This is an optimization exercise on Yosys and OpenROAD, whose aim is small area, a short achievable clock period and few clock cycles per item, not a production implementation. In this exercise RTL edits were held to simulation tests only and were not proved equivalent to the original. Power figures rest on the tool's default switching activity, not on a simulated workload.

==> design/flow/design.v <==
`default_nettype none
package moi_pkg;
   localparam int CORDIC_STEPS = 24;
   localparam int POS_W        = 48;
   localparam int CNT_W = 5;
   localparam int MUL_A_W = 35;
   localparam int MUL_B_W = 18;
   localparam int MUL_P_W = MUL_A_W + MUL_B_W;
   localparam int SUM_W  = 35;              
   localparam int FWD_W  = SUM_W - 2;       
   localparam int TURN_W = 60;              
   localparam int CS_W   = 34;              
   localparam int ROT_W  = 68;              
   localparam int DX_W   = ROT_W - 30;      
   localparam int SAT_W  = ((POS_W > DX_W) ? POS_W : DX_W) + 1;
   localparam int GAIN_W = 24;
   localparam int GAIN_HALF_W = GAIN_W / 2;
   localparam int CS_LO_W = 17;             
   localparam logic signed [CS_W-1:0] CORDIC_GAIN = CS_W'(652032874);
   localparam logic [31:0] EIGHTH_TURN = 32'h2000_0000;
   localparam int CSR_ADDR_W = 5;
   localparam int CSR_IDX_W  = 3;
   localparam logic [CSR_IDX_W-1:0] CSR_COEF_FL = 3'd0;
   localparam logic [CSR_IDX_W-1:0] CSR_COEF_FR = 3'd1;
   localparam logic [CSR_IDX_W-1:0] CSR_COEF_RL = 3'd2;
   localparam logic [CSR_IDX_W-1:0] CSR_COEF_RR = 3'd3;
   localparam logic [CSR_IDX_W-1:0] CSR_GAIN    = 3'd4;
   localparam logic [15:0]       COEF_FL_RESET = 16'd2652;
   localparam logic [15:0]       COEF_FR_RESET = 16'd2633;
   localparam logic [15:0]       COEF_RL_RESET = 16'd2635;
   localparam logic [15:0]       COEF_RR_RESET = 16'd2644;
   localparam logic [GAIN_W-1:0] GAIN_RESET    = 24'd5602994;
   typedef struct packed {
      logic signed [15:0] pulses_front_left;
      logic signed [15:0] pulses_front_right;
      logic signed [15:0] pulses_rear_left;
      logic signed [15:0] pulses_rear_right;
   } req_payload_type;
   typedef struct packed {
      logic signed [47:0] pos_x;
      logic signed [47:0] pos_y;
      logic [31:0]        heading;
   } rsp_payload_type;
endpackage
`default_nettype wire
`default_nettype none
module mecanum_odometry_integrator (
   input  logic                             clock,
   input  logic                             reset,
   input  logic                             req_valid,
   output logic                             req_ready,
   input  logic [63:0]                      req_data,
   output logic                             rsp_valid,
   input  logic                             rsp_ready,
   output logic [127:0]                     rsp_data,
   input  logic                             csr_psel,
   input  logic                             csr_penable,
   input  logic                             csr_pwrite,
   input  logic [moi_pkg::CSR_ADDR_W-1:0]   csr_paddr,
   input  logic [31:0]                      csr_pwdata,
   output logic [31:0]                      csr_prdata,
   output logic                             csr_pready
);
   typedef enum logic [2:0] {
      ST_IDLE,
      ST_MUL_IN,
      ST_SETUP,
      ST_CORDIC,
      ST_QUAD,
      ST_MUL_ROT,
      ST_DONE
   } state_type;
   typedef enum logic [3:0] {
      P_NONE,
      P_LF,
      P_RF,
      P_LR,
      P_RR,
      P_TURN_LO,
      P_TURN_HI,
      P_FC_LO,
      P_FC_HI,
      P_SS_LO,
      P_SS_HI,
      P_FS_LO,
      P_FS_HI,
      P_SC_LO,
      P_SC_HI
   } prod_type;
   localparam logic signed [moi_pkg::SAT_W-1:0] POS_MAX =
      {{(moi_pkg::SAT_W - moi_pkg::POS_W + 1){1'b0}}, {(moi_pkg::POS_W - 1){1'b1}}};
   localparam logic signed [moi_pkg::SAT_W-1:0] POS_MIN = ~POS_MAX;
   moi_pkg::req_payload_type         req_data_s;
   state_type                        state_ff, state_in;
   logic [moi_pkg::CNT_W-1:0]        cnt_ff, cnt_in;
   prod_type                         tag_ff, tag_in, issue_tag;
   logic                             rsp_valid_ff, rsp_valid_in;
   logic [15:0]                      coef_fl_ff, coef_fl_in;
   logic [15:0]                      coef_fr_ff, coef_fr_in;
   logic [15:0]                      coef_rl_ff, coef_rl_in;
   logic [15:0]                      coef_rr_ff, coef_rr_in;
   logic [moi_pkg::GAIN_W-1:0]       gain_ff, gain_in;
   logic signed [moi_pkg::POS_W-1:0] world_x_ff, world_x_in;
   logic signed [moi_pkg::POS_W-1:0] world_y_ff, world_y_in;
   logic [31:0]                      heading_ff, heading_in;
   moi_pkg::req_payload_type         pulses_ff, pulses_in;
   moi_pkg::rsp_payload_type         rsp_data_ff, rsp_data_in;
   logic signed [moi_pkg::MUL_P_W-1:0] prod_ff, prod_in;
   logic signed [moi_pkg::SUM_W-1:0] fwd_sum_ff, fwd_sum_in;
   logic signed [moi_pkg::SUM_W-1:0] side_sum_ff, side_sum_in;
   logic signed [moi_pkg::SUM_W-1:0] turn_sum_ff, turn_sum_in;
   logic signed [moi_pkg::TURN_W-1:0] turn_acc_ff, turn_acc_in;
   logic signed [moi_pkg::ROT_W-1:0] rot_x_ff, rot_x_in;
   logic signed [moi_pkg::ROT_W-1:0] rot_y_ff, rot_y_in;
   logic signed [moi_pkg::CS_W-1:0]  x_ff, x_in;
   logic signed [moi_pkg::CS_W-1:0]  y_ff, y_in;
   logic signed [31:0]               z_ff, z_in;
   logic [1:0]                       quad_ff, quad_in;
   logic signed [moi_pkg::CS_W-1:0]  cos_ff, cos_in;
   logic signed [moi_pkg::CS_W-1:0]  sin_ff, sin_in;
   logic signed [moi_pkg::MUL_A_W-1:0] mul_a;
   logic signed [moi_pkg::MUL_B_W-1:0] mul_b;
   logic signed [moi_pkg::MUL_P_W-1:0] mul_p;
   logic signed [moi_pkg::FWD_W-1:0]   fwd;
   logic signed [moi_pkg::FWD_W-1:0]   side;
   logic signed [moi_pkg::SUM_W-1:0]   wheel_term;
   logic signed [moi_pkg::TURN_W-1:0]  turn_term;
   logic signed [moi_pkg::ROT_W-1:0]   rot_term;
   logic signed [moi_pkg::CS_W-1:0]    x_sh;
   logic signed [moi_pkg::CS_W-1:0]    y_sh;
   logic signed [31:0]                 atan_val;
   logic [31:0]                        mid;
   logic [31:0]                        mid_shift;
   logic signed [moi_pkg::POS_W-1:0]   new_x;
   logic signed [moi_pkg::POS_W-1:0]   new_y;
   logic [31:0]                        new_heading;
   logic                               csr_write;
   logic [moi_pkg::CSR_IDX_W-1:0]      csr_idx;
   function automatic logic [31:0] atan_lut(input logic [moi_pkg::CNT_W-1:0] i);
      logic [31:0] v;
      unique case (i)
         5'd0: v = 32'd536870912;
         5'd1: v = 32'd316933406;
         5'd2: v = 32'd167458907;
         5'd3: v = 32'd85004755;
         5'd4: v = 32'd42667331;
         5'd5: v = 32'd21354465;
         5'd6: v = 32'd10679838;
         5'd7: v = 32'd5340245;
         5'd8: v = 32'd2670163;
         5'd9: v = 32'd1335087;
         5'd10: v = 32'd667544;
         5'd11: v = 32'd333772;
         5'd12: v = 32'd166886;
         5'd13: v = 32'd83443;
         5'd14: v = 32'd41722;
         5'd15: v = 32'd20861;
         5'd16: v = 32'd10430;
         5'd17: v = 32'd5215;
         5'd18: v = 32'd2608;
         5'd19: v = 32'd1304;
         5'd20: v = 32'd652;
         5'd21: v = 32'd326;
         5'd22: v = 32'd163;
         5'd23: v = 32'd81;
         5'd24: v = 32'd41;
         5'd25: v = 32'd20;
         5'd26: v = 32'd10;
         5'd27: v = 32'd5;
         5'd28: v = 32'd3;
         5'd29: v = 32'd1;
         5'd30: v = 32'd1;
         5'd31: v = 32'd0;
      endcase
      atan_lut = v;
   endfunction
   function automatic logic signed [moi_pkg::POS_W-1:0] sat_add(
      input logic signed [moi_pkg::POS_W-1:0] acc,
      input logic signed [moi_pkg::DX_W-1:0]  d
   );
      logic signed [moi_pkg::SAT_W-1:0] s;
      s = moi_pkg::SAT_W'(acc) + moi_pkg::SAT_W'(d);
      if (s > POS_MAX) begin
         s = POS_MAX;
      end else if (s < POS_MIN) begin
         s = POS_MIN;
      end
      sat_add = s[moi_pkg::POS_W-1:0];
   endfunction
   assign req_ready  = (state_ff == ST_IDLE);
   assign req_data_s = req_data;
   assign rsp_valid  = rsp_valid_ff;
   assign rsp_data   = rsp_data_ff;
   assign csr_pready = 1'b1;
   assign csr_write  = csr_psel & csr_penable & csr_pwrite;
   assign csr_idx    = csr_paddr[moi_pkg::CSR_ADDR_W-1:2];
   assign fwd  = fwd_sum_ff[moi_pkg::SUM_W-1:2];
   assign side = side_sum_ff[moi_pkg::SUM_W-1:2];
   always_comb begin
      unique case (csr_idx)
         moi_pkg::CSR_COEF_FL: csr_prdata = {16'd0, coef_fl_ff};
         moi_pkg::CSR_COEF_FR: csr_prdata = {16'd0, coef_fr_ff};
         moi_pkg::CSR_COEF_RL: csr_prdata = {16'd0, coef_rl_ff};
         moi_pkg::CSR_COEF_RR: csr_prdata = {16'd0, coef_rr_ff};
         moi_pkg::CSR_GAIN:    csr_prdata = {8'd0, gain_ff};
         default:              csr_prdata = 32'd0;
      endcase
   end
   always_comb begin
      issue_tag = P_NONE;
      unique case (state_ff)
         ST_MUL_IN: begin
            unique case (cnt_ff[2:0])
               3'd0: issue_tag = P_LF;
               3'd1: issue_tag = P_RF;
               3'd2: issue_tag = P_LR;
               3'd3: issue_tag = P_RR;
               3'd4: issue_tag = P_NONE;     
               3'd5: issue_tag = P_TURN_LO;
               3'd6: issue_tag = P_TURN_HI;
               3'd7: issue_tag = P_NONE;     
            endcase
         end
         ST_MUL_ROT: begin
            unique case (cnt_ff)
               5'd0:    issue_tag = P_FC_LO;
               5'd1:    issue_tag = P_FC_HI;
               5'd2:    issue_tag = P_SS_LO;
               5'd3:    issue_tag = P_SS_HI;
               5'd4:    issue_tag = P_FS_LO;
               5'd5:    issue_tag = P_FS_HI;
               5'd6:    issue_tag = P_SC_LO;
               5'd7:    issue_tag = P_SC_HI;
               default: issue_tag = P_NONE;
            endcase
         end
         default: issue_tag = P_NONE;
      endcase
   end
   always_comb begin
      unique case (issue_tag)
         P_LF: begin
            mul_a = moi_pkg::MUL_A_W'(pulses_ff.pulses_front_left);
            mul_b = $signed({2'b00, coef_fl_ff});
         end
         P_RF: begin
            mul_a = moi_pkg::MUL_A_W'(pulses_ff.pulses_front_right);
            mul_b = $signed({2'b00, coef_fr_ff});
         end
         P_LR: begin
            mul_a = moi_pkg::MUL_A_W'(pulses_ff.pulses_rear_left);
            mul_b = $signed({2'b00, coef_rl_ff});
         end
         P_RR: begin
            mul_a = moi_pkg::MUL_A_W'(pulses_ff.pulses_rear_right);
            mul_b = $signed({2'b00, coef_rr_ff});
         end
         P_TURN_LO: begin
            mul_a = turn_sum_ff;
            mul_b = $signed({{(moi_pkg::MUL_B_W - moi_pkg::GAIN_HALF_W){1'b0}},
                             gain_ff[moi_pkg::GAIN_HALF_W-1:0]});
         end
         P_TURN_HI: begin
            mul_a = turn_sum_ff;
            mul_b = $signed({{(moi_pkg::MUL_B_W - moi_pkg::GAIN_HALF_W){1'b0}},
                             gain_ff[moi_pkg::GAIN_W-1:moi_pkg::GAIN_HALF_W]});
         end
         P_FC_LO: begin
            mul_a = moi_pkg::MUL_A_W'(fwd);
            mul_b = $signed({1'b0, cos_ff[moi_pkg::CS_LO_W-1:0]});
         end
         P_FC_HI: begin
            mul_a = moi_pkg::MUL_A_W'(fwd);
            mul_b = moi_pkg::MUL_B_W'($signed(cos_ff[moi_pkg::CS_W-1:moi_pkg::CS_LO_W]));
         end
         P_SS_LO: begin
            mul_a = moi_pkg::MUL_A_W'(side);
            mul_b = $signed({1'b0, sin_ff[moi_pkg::CS_LO_W-1:0]});
         end
         P_SS_HI: begin
            mul_a = moi_pkg::MUL_A_W'(side);
            mul_b = moi_pkg::MUL_B_W'($signed(sin_ff[moi_pkg::CS_W-1:moi_pkg::CS_LO_W]));
         end
         P_FS_LO: begin
            mul_a = moi_pkg::MUL_A_W'(fwd);
            mul_b = $signed({1'b0, sin_ff[moi_pkg::CS_LO_W-1:0]});
         end
         P_FS_HI: begin
            mul_a = moi_pkg::MUL_A_W'(fwd);
            mul_b = moi_pkg::MUL_B_W'($signed(sin_ff[moi_pkg::CS_W-1:moi_pkg::CS_LO_W]));
         end
         P_SC_LO: begin
            mul_a = moi_pkg::MUL_A_W'(side);
            mul_b = $signed({1'b0, cos_ff[moi_pkg::CS_LO_W-1:0]});
         end
         P_SC_HI: begin
            mul_a = moi_pkg::MUL_A_W'(side);
            mul_b = moi_pkg::MUL_B_W'($signed(cos_ff[moi_pkg::CS_W-1:moi_pkg::CS_LO_W]));
         end
         default: begin
            mul_a = '0;
            mul_b = '0;
         end
      endcase
   end
   assign mul_p = mul_a * mul_b;
   assign x_sh     = x_ff >>> cnt_ff;
   assign y_sh     = y_ff >>> cnt_ff;
   assign atan_val = $signed(atan_lut(cnt_ff));
   assign mid       = heading_ff + turn_acc_ff[48:17];
   assign mid_shift = mid + moi_pkg::EIGHTH_TURN;
   assign new_x       = sat_add(world_x_ff, $signed(rot_x_ff[moi_pkg::ROT_W-1:30]));
   assign new_y       = sat_add(world_y_ff, $signed(rot_y_ff[moi_pkg::ROT_W-1:30]));
   assign new_heading = heading_ff + turn_acc_ff[47:16];
   always_comb begin
      state_in     = state_ff;
      cnt_in       = cnt_ff;
      tag_in       = issue_tag;
      prod_in      = mul_p;
      rsp_valid_in = rsp_valid_ff;
      coef_fl_in   = coef_fl_ff;
      coef_fr_in   = coef_fr_ff;
      coef_rl_in   = coef_rl_ff;
      coef_rr_in   = coef_rr_ff;
      gain_in      = gain_ff;
      world_x_in   = world_x_ff;
      world_y_in   = world_y_ff;
      heading_in   = heading_ff;
      pulses_in    = pulses_ff;
      rsp_data_in  = rsp_data_ff;
      fwd_sum_in   = fwd_sum_ff;
      side_sum_in  = side_sum_ff;
      turn_sum_in  = turn_sum_ff;
      turn_acc_in  = turn_acc_ff;
      rot_x_in     = rot_x_ff;
      rot_y_in     = rot_y_ff;
      x_in         = x_ff;
      y_in         = y_ff;
      z_in         = z_ff;
      quad_in      = quad_ff;
      cos_in       = cos_ff;
      sin_in       = sin_ff;
      wheel_term = moi_pkg::SUM_W'(prod_ff);
      turn_term  = moi_pkg::TURN_W'(prod_ff);
      rot_term   = moi_pkg::ROT_W'(prod_ff);
      if (csr_write) begin
         unique case (csr_idx)
            moi_pkg::CSR_COEF_FL: coef_fl_in = csr_pwdata[15:0];
            moi_pkg::CSR_COEF_FR: coef_fr_in = csr_pwdata[15:0];
            moi_pkg::CSR_COEF_RL: coef_rl_in = csr_pwdata[15:0];
            moi_pkg::CSR_COEF_RR: coef_rr_in = csr_pwdata[15:0];
            moi_pkg::CSR_GAIN:    gain_in    = csr_pwdata[moi_pkg::GAIN_W-1:0];
            default: ;
         endcase
      end
      unique case (tag_ff)
         P_LF: begin
            fwd_sum_in  = fwd_sum_ff + wheel_term;
            side_sum_in = side_sum_ff - wheel_term;
            turn_sum_in = turn_sum_ff - wheel_term;
         end
         P_RF: begin
            fwd_sum_in  = fwd_sum_ff + wheel_term;
            side_sum_in = side_sum_ff + wheel_term;
            turn_sum_in = turn_sum_ff + wheel_term;
         end
         P_LR: begin
            fwd_sum_in  = fwd_sum_ff + wheel_term;
            side_sum_in = side_sum_ff + wheel_term;
            turn_sum_in = turn_sum_ff - wheel_term;
         end
         P_RR: begin
            fwd_sum_in  = fwd_sum_ff + wheel_term;
            side_sum_in = side_sum_ff - wheel_term;
            turn_sum_in = turn_sum_ff + wheel_term;
         end
         P_TURN_LO: turn_acc_in = turn_term;
         P_TURN_HI: turn_acc_in = turn_acc_ff + (turn_term <<< moi_pkg::GAIN_HALF_W);
         P_FC_LO:   rot_x_in = rot_x_ff + rot_term;
         P_FC_HI:   rot_x_in = rot_x_ff + (rot_term <<< moi_pkg::CS_LO_W);
         P_SS_LO:   rot_x_in = rot_x_ff - rot_term;
         P_SS_HI:   rot_x_in = rot_x_ff - (rot_term <<< moi_pkg::CS_LO_W);
         P_FS_LO:   rot_y_in = rot_y_ff + rot_term;
         P_FS_HI:   rot_y_in = rot_y_ff + (rot_term <<< moi_pkg::CS_LO_W);
         P_SC_LO:   rot_y_in = rot_y_ff + rot_term;
         P_SC_HI:   rot_y_in = rot_y_ff + (rot_term <<< moi_pkg::CS_LO_W);
         default: ;
      endcase
      if (rsp_valid_ff && rsp_ready) begin
         rsp_valid_in = 1'b0;
      end
      unique case (state_ff)
         ST_IDLE: begin
            if (req_valid) begin
               pulses_in   = req_data_s;
               fwd_sum_in  = '0;
               side_sum_in = '0;
               turn_sum_in = '0;
               rot_x_in    = '0;
               rot_y_in    = '0;
               cnt_in      = '0;
               state_in    = ST_MUL_IN;
            end
         end
         ST_MUL_IN: begin
            cnt_in = cnt_ff + 1'b1;
            if (cnt_ff[2:0] == 3'd7) begin
               cnt_in   = '0;
               state_in = ST_SETUP;
            end
         end
         ST_SETUP: begin
            quad_in  = mid_shift[31:30];
            z_in     = $signed({2'b00, mid_shift[29:0]}) - $signed(moi_pkg::EIGHTH_TURN);
            x_in     = moi_pkg::CORDIC_GAIN;
            y_in     = '0;
            cnt_in   = '0;
            state_in = ST_CORDIC;
         end
         ST_CORDIC: begin
            if (!z_ff[31]) begin
               x_in = x_ff - y_sh;
               y_in = y_ff + x_sh;
               z_in = z_ff - atan_val;
            end else begin
               x_in = x_ff + y_sh;
               y_in = y_ff - x_sh;
               z_in = z_ff + atan_val;
            end
            cnt_in = cnt_ff + 1'b1;
            if (cnt_ff == moi_pkg::CNT_W'(moi_pkg::CORDIC_STEPS - 1)) begin
               cnt_in   = '0;
               state_in = ST_QUAD;
            end
         end
         ST_QUAD: begin
            unique case (quad_ff)
               2'd0: begin cos_in = x_ff;  sin_in = y_ff;  end
               2'd1: begin cos_in = -y_ff; sin_in = x_ff;  end
               2'd2: begin cos_in = -x_ff; sin_in = -y_ff; end
               2'd3: begin cos_in = y_ff;  sin_in = -x_ff; end
            endcase
            cnt_in   = '0;
            state_in = ST_MUL_ROT;
         end
         ST_MUL_ROT: begin
            cnt_in = cnt_ff + 1'b1;
            if (cnt_ff == 5'd8) begin
               cnt_in   = '0;
               state_in = ST_DONE;
            end
         end
         ST_DONE: begin
            if (!rsp_valid_ff || rsp_ready) begin
               world_x_in          = new_x;
               world_y_in          = new_y;
               heading_in          = new_heading;
               rsp_data_in.pos_x   = 48'(new_x);
               rsp_data_in.pos_y   = 48'(new_y);
               rsp_data_in.heading = new_heading;
               rsp_valid_in        = 1'b1;
               state_in            = ST_IDLE;
            end
         end
         default: state_in = ST_IDLE;
      endcase
   end
   always_ff @(posedge clock) begin
      if (reset) begin
         state_ff     <= ST_IDLE;
         cnt_ff       <= '0;
         tag_ff       <= P_NONE;
         rsp_valid_ff <= 1'b0;
         coef_fl_ff   <= moi_pkg::COEF_FL_RESET;
         coef_fr_ff   <= moi_pkg::COEF_FR_RESET;
         coef_rl_ff   <= moi_pkg::COEF_RL_RESET;
         coef_rr_ff   <= moi_pkg::COEF_RR_RESET;
         gain_ff      <= moi_pkg::GAIN_RESET;
         world_x_ff   <= '0;
         world_y_ff   <= '0;
         heading_ff   <= '0;
      end else begin
         state_ff     <= state_in;
         cnt_ff       <= cnt_in;
         tag_ff       <= tag_in;
         rsp_valid_ff <= rsp_valid_in;
         coef_fl_ff   <= coef_fl_in;
         coef_fr_ff   <= coef_fr_in;
         coef_rl_ff   <= coef_rl_in;
         coef_rr_ff   <= coef_rr_in;
         gain_ff      <= gain_in;
         world_x_ff   <= world_x_in;
         world_y_ff   <= world_y_in;
         heading_ff   <= heading_in;
      end
   end
   always_ff @(posedge clock) begin
      pulses_ff   <= pulses_in;
      rsp_data_ff <= rsp_data_in;
      prod_ff     <= prod_in;
      fwd_sum_ff  <= fwd_sum_in;
      side_sum_ff <= side_sum_in;
      turn_sum_ff <= turn_sum_in;
      turn_acc_ff <= turn_acc_in;
      rot_x_ff    <= rot_x_in;
      rot_y_ff    <= rot_y_in;
      x_ff        <= x_in;
      y_ff        <= y_in;
      z_ff        <= z_in;
      quad_ff     <= quad_in;
      cos_ff      <= cos_in;
      sin_ff      <= sin_in;
   end
endmodule
`default_nettype wire
==> design/flow/run.sh <==
#!/bin/bash
# synth_recipe.tcl (not shown) runs the flow's synth.tcl, then flattens the netlist and writes it again
# the make line also repeats each setting of config.mk as NAME=value (left out here)
make -C /OpenROAD-flow-scripts/flow DESIGN_CONFIG=/design/flow/config.mk WORK_HOME=/design/flow/orfs CLKGATE_MAP_FILE= SYNTH_SCRIPT=/design/flow/synth_recipe.tcl finish
==> design/flow/config.mk <==
export PLATFORM = sky130hd
export DESIGN_NAME = mecanum_odometry_integrator
export DESIGN_NICKNAME = mecanum_odometry_integrator
export VERILOG_FILES = /design/flow/design.v
export SDC_FILE = /design/flow/constraint.sdc
export NUM_CORES = 4
export LEC_CHECK = 0
export CAP_MARGIN = 20
export CORE_MARGIN = 2
export CORE_UTILIZATION = 40
export SLEW_MARGIN = 20
==> design/flow/constraint.sdc <==
create_clock -name core_clock -period 12.0 [get_ports {clock}]
set_input_delay 2.4000 -clock core_clock [delete_from_list [all_inputs] [get_ports {clock}]]
set_output_delay 2.4000 -clock core_clock [all_outputs]
set_load 0.01 [all_outputs]
==> impl_metrics.ini <==
[timing]
tightest_slew_ns = 1.25
fin_skew_ns = 0.0602
period_share_pct = 90.5
fin_tns_setup_ns = 0
max_freq_ghz = 0.0921
min_period_ns = 10.86
fin_ws_ns = 1.14
rsz0062_at_grt = false
setup_viol = 0
holdWs_ns = 0.456
slew_viol_final = 0
final_hold_viol_count = 0
max_slew_margin_pct = 16.8

[power]
p_per_area_mw_per_mm2 = 141
combPwrFrac_pct = 49.8
switching_share_pct = 44.0
vdd_drop_max_v = 0.000162
power_mw = 15.6
switchingPower_mw = 6.88
leakage_nw = 48.9
pwr-share-seq_pct = 25.2
p_int_mw = 8.76
clkPwrFrac_pct = 25.0

[clock_network]
clk_pin_slew_ns = 0.06
hold_buffers = 0
cts_tree = done
cts_sinks = 959
clk_path_buf_depth = 3
htree_levels = 3
cts_root_buf = clkbuf_16
post_cts_buffers = 0
clk_latency_ns = 0.85
cts_resized = 0
cts_buffers = 120

[placement]
place_congestion = 0.953
place_hpwl_mm = 264
port_buffers = 251
pre_cts_ws_ns = 1.40

[floorplanning]
coreArea_sq_mm = 0.249
io_pins = 271
rows = 183
die_x_um = 505
initial_utilization_pct = 40.3
design.die.area_sq_mm = 0.255
die_h_um = 505

[synth]
synth_top_area_cell = fa_1
synth.top_cell.area_share_pct = 12.3
synthArstFlopShare_pct = 0
synthCells = 12100
synth_cell_type_count = 106
netlist_area_sq_mm = 0.100
ys_ff_latch = 959
yosysSeqAreaShare_pct = 23.1
post_synth.cell_area_avg_sq_um = 8.27
ys_warn_count = 1
synthTopCellsByArea = fa_1, edfxtp_1, dfxtp_1
synth_ff_type = dfxtp_1
synth_edf_count = 399

[route]
drc = 0
wire_per_inst_um = 22.5
postRouteAntennaNets = 0
drt-initial-drc-count = 8164
routed_wl_mm = 349
first_pass_iters = 8
vias_per_cell = 5.81
via_count = 90300

[hold_path]
min_path_type = flop to flop
hp-start = rot_y_ff[3]
hold_depth = 2
worstHoldEndpoint = rot_y_ff[3]

[grt]
grt_util_all_layers_pct = 26.5
antenna_found_initial = 11
grtUsageMet3_pct = 4.76
grt_pass1_wl_mm = 532
grtUsageMet1_pct = 34.7
use_met2_pct = 43.2
grt_busiest_layer = met2
grt_pass1_vias = 88700
overflow = 0
grt_max_degree = 123

[worst_setup_path]
rrSetupSlack_ns = 1.14
r2r-start = state_ff[2]
end_kind = flop
crit_top_cell = nand2_1
required_ns = 12.69
critical_path.max_stage_delay_ns = 0.70
cp-start-kind = flop
critical_path_arrival_ns = 11.54
critPathMaxFanout = 19
ff2ff_path_depth = 37
crit_type = flop to flop
r2r_end = prod_ff[52]
crit_slowest_cell = dfxtp_1

[layout]
seqCellArea_sq_mm = 0.0232
drive_gt1_share_pct = 5.70
layout_commonest_cell = nand2_1
syn_to_final_growth_pct = 10.3
nFillCells = 24600
finalNetCount = 13600
final_cell_mix = nand2_1, nor2_1, a21oi_1
multi_input_area_sq_mm = 0.0714

[status]
outcome = no timing/DRC/antenna violations

[job]
cap_violations = 0
[routing by layer]
metal | routed length [um] | up-vias
met5 | 54 | -
met4 | 16100 | 8
met3 | 27000 | 777
met2 | 159000 | 3573
met1 | 147000 | 43800
li1 | - | 42200
[area by class of cell]
class	instances	share of cell area (%)
repair buffers	460	3.69
clock buffers	148	2.95
multi-input cells	9597	64.5
diodes	2	0.00452
flip-flops and latches	959	21.0
well taps	3330	3.76
clock inverters	81	0.865
inverters	964	3.28
[power groups by stage]
stage	sequential (mW)	combinational, mW	clock [mW]
finish	3.94	7.79	3.91
global placement	3.99	7.50	0
floorplan	3.92	5.44	0
detailed placement	4.00	7.59	0
CTS	3.93	7.65	3.99
global route	3.96	8.48	4.11
[kinds of logic (layout without fill, tap and decap cells)]
group	Yosys count	after routing	synth area share (%)
compound gates	3120	3120	19.8
xor+xnor	934	934	8.17
fa+ha+maj	1420	1420	22.3
buf+inv	1591	1653	6.13
flops	959	959	23.1
mux	202	202	3.09
other cells	2	11	0.00748
simple gates	3912	3912	17.4
[per-stage QoR]
stage          cell area (sq um)  cells  util, %
2_1_floorplan             100000  12100        -
3_3_place_gp              106000  15300     42.7
3_5_place_dp              106000  15300     42.7
4_1_cts                   111000  15500     44.4
5_1_grt                   111000  15500     44.4
6_report                  111000  15500     44.4
[flip-flops by register name, summed over array words and instances (netlist names), 37 cells and up, named ones only]
name	count
pulses_ff	64
turn_acc_ff	37
prod_ff	53
world_x_ff	48
rot_x_ff	68
rot_y_ff	68
rsp_data_ff	128
world_y_ff	48
[synth_stat cells, types with 40 or more instances]
library cell and n:
a211oi_1 145, a21o_1 398, a21oi_1 1018, a221oi_1 59, a222oi_1 42, a22oi_1 134, a31oi_1 97, and2_1 74
and3_1 92, buf_1 52, clkbuf_1 518, dfxtp_1 560, edfxtp_1 399, fa_1 616, ha_1 800, inv_1 962
mux2_2 40, mux2i_1 82, mux4_2 70, nand2_1 1617, nand2b_1 125, nand3_1 210, nand3b_1 57, nand4_1 89
nor2_1 1136, nor2b_1 93, nor3_1 175, o211ai_1 66, o21a_1 93, o21ai_0 558, o21bai_1 98, o31ai_1 47
or2_2 54, or3_1 68, xnor2_1 524, xor2_1 409
[how the worst max path moves through the flow]
| stage | start | to | cells after the start |
|---|---|---|---|
| 4_1_cts | state_ff[2] | prod_ff[52] | 37 |
| 6_report | state_ff[2] | prod_ff[52] | 37 |
| 3_3_place_gp | state_ff[0] | prod_ff[52] | 35 |
| 2_1_floorplan | cnt_ff[3] | prod_ff[48] | 39 |
| 3_5_place_dp | state_ff[2] | prod_ff[48] | 37 |
| 5_1_grt | state_ff[2] | prod_ff[52] | 37 |
[worst max-delay path, delay by kind of cell, from the launching register on]
kind,cells,cell delay (ns)
AND/OR/NAND/NOR,10,2.20
AO/OA/AOI/OAI,10,3.01
XOR/XNOR,1,0.14
flip-flops,1,0.70
buffers and inverters,9,1.45
adder cells (fa/ha/maj),7,3.18
Testbench counts, summed over its fixed seeds: cycles 72,008, items 1,600.

[afterwards: timing with drivers on the ports]
The results above use ideal ports. As a check the final layout listed here was re-extracted and re-timed, cells and wires unchanged.
Step 1 sets driving cells, clkbuf_16 on the clock port and buf_2 on the other inputs (assumed; they add their load-dependent delay and slew).
Step 2, shift: input delay + t, output delay - t, t = (earliest + latest rising clock arrival at the registers) / 2. This alone moves slack from input paths to output paths.
Slacks: ideal ports / drivers / drivers and shift; pairs: ideal ports / drivers.
shift t [ns]: 0.915
setup slack, ns: 1.143 / 1.143 / 1.143
hold WS [ns]: 0.456 / 0.456 / 0.456
worst slew at a driven data input, ns: 0.11
pins driven straight from the clock port: 1
After both steps this run still meets setup and hold. The setup slack of this run moves by 0.000 ns with the drivers and by 0.000 ns with both steps.
